This is an optimization exercise on Yosys and OpenROAD, whose aim is small area, not a production implementation. Only simulation tests tie the RTL to the original design; equivalence was not proved.

## id_stage
module id_stage (
  input  logic        clk,
  input  logic        rst,
  input  logic [31:0] instr_in,
  input  logic [31:0] pc_plus4_in,
  input  logic        if_valid,
  input  logic        stall,
  input  logic        flush,
  input  logic        wb_we,
  input  logic [4:0]  wb_addr,
  input  logic [31:0] wb_data,
  output logic        id_valid,
  output logic [31:0] rs_data,
  output logic [31:0] rt_data,
  output logic [31:0] imm_ext,
  output logic [1:0]  pc_src,
  output logic [31:0] br_target,
  output logic [31:0] j_target,
  output logic        reg_write,
  output logic        mem_read,
  output logic        mem_write,
  output logic        alu_src,
  output logic [2:0]  alu_op,
  output logic [4:0]  dest_reg,
  output logic [31:0] link_data,
  output logic        illegal
);
For scale: about 1,100 flip-flops, about 320 I/O pins, roughly 0.055 sq mm of cells after synthesis.
==> module id_stage, before the edit <==
module id_stage (
  input  logic        clk,
  input  logic        rst,
  input  logic [31:0] instr_in,
  input  logic [31:0] pc_plus4_in,
  input  logic        if_valid,
  input  logic        stall,
  input  logic        flush,
  input  logic        wb_we,
  input  logic [4:0]  wb_addr,
  input  logic [31:0] wb_data,
  output logic        id_valid,
  output logic [31:0] rs_data,
  output logic [31:0] rt_data,
  output logic [31:0] imm_ext,
  output logic [1:0]  pc_src,
  output logic [31:0] br_target,
  output logic [31:0] j_target,
  output logic        reg_write,
  output logic        mem_read,
  output logic        mem_write,
  output logic        alu_src,
  output logic [2:0]  alu_op,
  output logic [4:0]  dest_reg,
  output logic [31:0] link_data,
  output logic        illegal
);
  logic [31:0] instr_q, instr_d;
  logic [31:0] pc4_q, pc4_d;
  logic        valid_q, valid_d;
  logic        illegal_q, illegal_d;
  logic [31:0] regs_q [32];
  logic [5:0]  op, fn;
  logic [4:0]  rs_addr, rt_addr, rd_addr;
  logic [31:0] sext;
  logic        legal, live;
  logic        rw_c, mr_c, mw_c, as_c, link_c;
  logic [1:0]  pcs_c;
  logic [2:0]  aop_c;
  logic [4:0]  dst_c;
  assign op      = instr_q[31:26];
  assign fn      = instr_q[5:0];
  assign rs_addr = instr_q[25:21];
  assign rt_addr = instr_q[20:16];
  assign rd_addr = instr_q[15:11];
  assign sext    = {{16{instr_q[15]}}, instr_q[15:0]};
  always_comb begin
    instr_d = instr_q;
    pc4_d   = pc4_q;
    valid_d = valid_q;
    if (flush) begin
      instr_d = '0;
      valid_d = 1'b0;
    end else if (!stall) begin
      instr_d = instr_in;
      pc4_d   = pc_plus4_in;
      valid_d = if_valid;
    end
  end
  assign illegal_d = illegal_q | (valid_q & ~legal);
  always_ff @(posedge clk or negedge rst) begin
    if (!rst) begin
      instr_q   <= '0;
      pc4_q     <= '0;
      valid_q   <= 1'b0;
      illegal_q <= 1'b0;
      for (int k = 0; k < 32; k++) regs_q[k] <= '0;
    end else begin
      instr_q   <= instr_d;
      pc4_q     <= pc4_d;
      valid_q   <= valid_d;
      illegal_q <= illegal_d;
      for (int k = 0; k < 32; k++)
        if (wb_we && (wb_addr != 5'd0) && (wb_addr == k[4:0])) regs_q[k] <= wb_data;
    end
  end
  always_comb begin
    legal  = 1'b0;
    rw_c   = 1'b0;
    mr_c   = 1'b0;
    mw_c   = 1'b0;
    as_c   = 1'b0;
    link_c = 1'b0;
    pcs_c  = 2'd0;
    aop_c  = 3'd0;
    dst_c  = 5'd0;
    case (op)
      6'h00: begin
        case (fn)
          6'h21: begin legal = 1'b1; rw_c = 1'b1; dst_c = rd_addr; end
          6'h23: begin legal = 1'b1; rw_c = 1'b1; dst_c = rd_addr; aop_c = 3'd1; end
          6'h08: begin legal = 1'b1; pcs_c = 2'd3; end
          6'h00: legal = (instr_q == 32'h0);
          default: legal = 1'b0;
        endcase
      end
      6'h0d: begin legal = 1'b1; rw_c = 1'b1; as_c = 1'b1; aop_c = 3'd2; dst_c = rt_addr; end
      6'h0f: begin legal = 1'b1; rw_c = 1'b1; as_c = 1'b1; aop_c = 3'd3; dst_c = rt_addr; end
      6'h23: begin legal = 1'b1; rw_c = 1'b1; mr_c = 1'b1; as_c = 1'b1; dst_c = rt_addr; end
      6'h2b: begin legal = 1'b1; mw_c = 1'b1; as_c = 1'b1; end
      6'h04: begin legal = 1'b1; pcs_c = 2'd1; aop_c = 3'd1; end
      6'h02: begin legal = 1'b1; pcs_c = 2'd2; end
      6'h03: begin legal = 1'b1; pcs_c = 2'd2; rw_c = 1'b1; dst_c = 5'd31; link_c = 1'b1; end
      default: legal = 1'b0;
    endcase
  end
  assign live = valid_q & legal;
  assign id_valid  = valid_q;
  assign illegal   = illegal_q;
  assign reg_write = live & rw_c;
  assign mem_read  = live & mr_c;
  assign mem_write = live & mw_c;
  assign alu_src   = live & as_c;
  assign pc_src    = live ? pcs_c : 2'd0;
  assign alu_op    = live ? aop_c : 3'd0;
  assign dest_reg  = live ? dst_c : 5'd0;
  assign link_data = (live & link_c) ? pc4_q : 32'h0;
  assign imm_ext   = (op == 6'h0d) ? {16'h0, instr_q[15:0]} :
                     (op == 6'h0f) ? {instr_q[15:0], 16'h0} : sext;
  assign br_target = pc4_q + (sext << 2);
  assign j_target  = {pc4_q[31:28], instr_q[25:0], 2'b00};
  assign rs_data = regs_q[rs_addr];
  assign rt_data = regs_q[rt_addr];
endmodule
Settings: LEC_CHECK=0, CAP_MARGIN=20, CORE_MARGIN=2, CORE_UTILIZATION=40, SLEW_MARGIN=20; clock period 8.0 ns.
run.sh (not shown) runs the stock make flow with config.mk's settings and CLKGATE_MAP_FILE= SYNTH_SCRIPT=/design/flow/synth_recipe.tcl, a recipe that flattens the netlist after the stock synthesis.
The starting point completed with no timing, DRC or antenna violations.
Next try:
--- a/flow/design.v
+++ b/flow/design.v
@@ -28,9 +28,12 @@
   logic [31:0] instr_q, instr_d;
   logic [31:0] pc4_q, pc4_d;
   logic        valid_q, valid_d;
   logic        illegal_q, illegal_d;
-  logic [31:0] regs_q [32];
+  logic [31:0] regs_q [1:31];
+  logic [31:1] wr_q;
+  logic [31:1] we;
+  logic [31:1] sel_rs, sel_rt;
   logic [5:0]  op, fn;
   logic [4:0]  rs_addr, rt_addr, rd_addr;
   logic [31:0] sext;
   logic        legal, live;
@@ -63,18 +66,22 @@
       instr_q   <= '0;
       pc4_q     <= '0;
       valid_q   <= 1'b0;
       illegal_q <= 1'b0;
-      for (int k = 0; k < 32; k++) regs_q[k] <= '0;
+      wr_q      <= '0;
     end else begin
       instr_q   <= instr_d;
       pc4_q     <= pc4_d;
       valid_q   <= valid_d;
       illegal_q <= illegal_d;
-      for (int k = 0; k < 32; k++)
-        if (wb_we && (wb_addr != 5'd0) && (wb_addr == k[4:0])) regs_q[k] <= wb_data;
+      wr_q      <= wr_q | we;
     end
   end
+  always_comb
+    for (int k = 1; k < 32; k++) we[k] = wb_we && (wb_addr == k[4:0]);
+  always_ff @(posedge clk)
+    for (int k = 1; k < 32; k++)
+      if (we[k]) regs_q[k] <= wb_data;
   always_comb begin
     legal  = 1'b0;
     rw_c   = 1'b0;
     mr_c   = 1'b0;
@@ -118,7 +125,15 @@
   assign imm_ext   = (op == 6'h0d) ? {16'h0, instr_q[15:0]} :
                      (op == 6'h0f) ? {instr_q[15:0], 16'h0} : sext;
   assign br_target = pc4_q + (sext << 2);
   assign j_target  = {pc4_q[31:28], instr_q[25:0], 2'b00};
-  assign rs_data = regs_q[rs_addr];
-  assign rt_data = regs_q[rt_addr];
+  always_comb begin
+    rs_data = '0;
+    rt_data = '0;
+    for (int k = 1; k < 32; k++) begin
+      sel_rs[k] = wr_q[k] && (rs_addr == k[4:0]);
+      sel_rt[k] = wr_q[k] && (rt_addr == k[4:0]);
+      rs_data = rs_data | ({32{sel_rs[k]}} & regs_q[k]);
+      rt_data = rt_data | ({32{sel_rt[k]}} & regs_q[k]);
+    end
+  end
 endmodule
What happened:
- The new run went through all stages and came out clean
- utilization went up by 0.76 points
- cell count went down by about a fifth
- global-route usage went down by 1.9 points
- worst hold slack improves by 0.062 ns
- design area went down by roughly a tenth
- wire length went down by about a fifth
- setup slack improves by 0.77 ns

## re-timing with driven ports
The flow's constraints put no driver on any port. The routed layouts listed below were extracted and timed again, unchanged, in two steps. Step 1, drivers: a clkbuf_16 drives clk and a buf_2 each remaining input, both assumed. Step 2 adds t to the input delays and takes it off the output delays; t is the mean of the earliest and latest rising clock arrival at the registers after step 1. Input paths then give back, and output paths get back, about the clock's delay inside the block. a / b / c = no drivers / after step 1 / after step 2; a / b = the first two.
run	shift t [ns]	slack for setup (ns)	hold WS [ns]	worst slew at a driven data input, ns	pins driven straight from the clock port
the first run	0.849	0.809 / 0.732 / 1.581	0.407 / 0.407 / 0.407	0.11	1
the second run	0.808	1.580 / 1.504 / 2.313	0.468 / 0.468 / 0.468	0.12	1
After both steps every run listed still meets setup and hold.
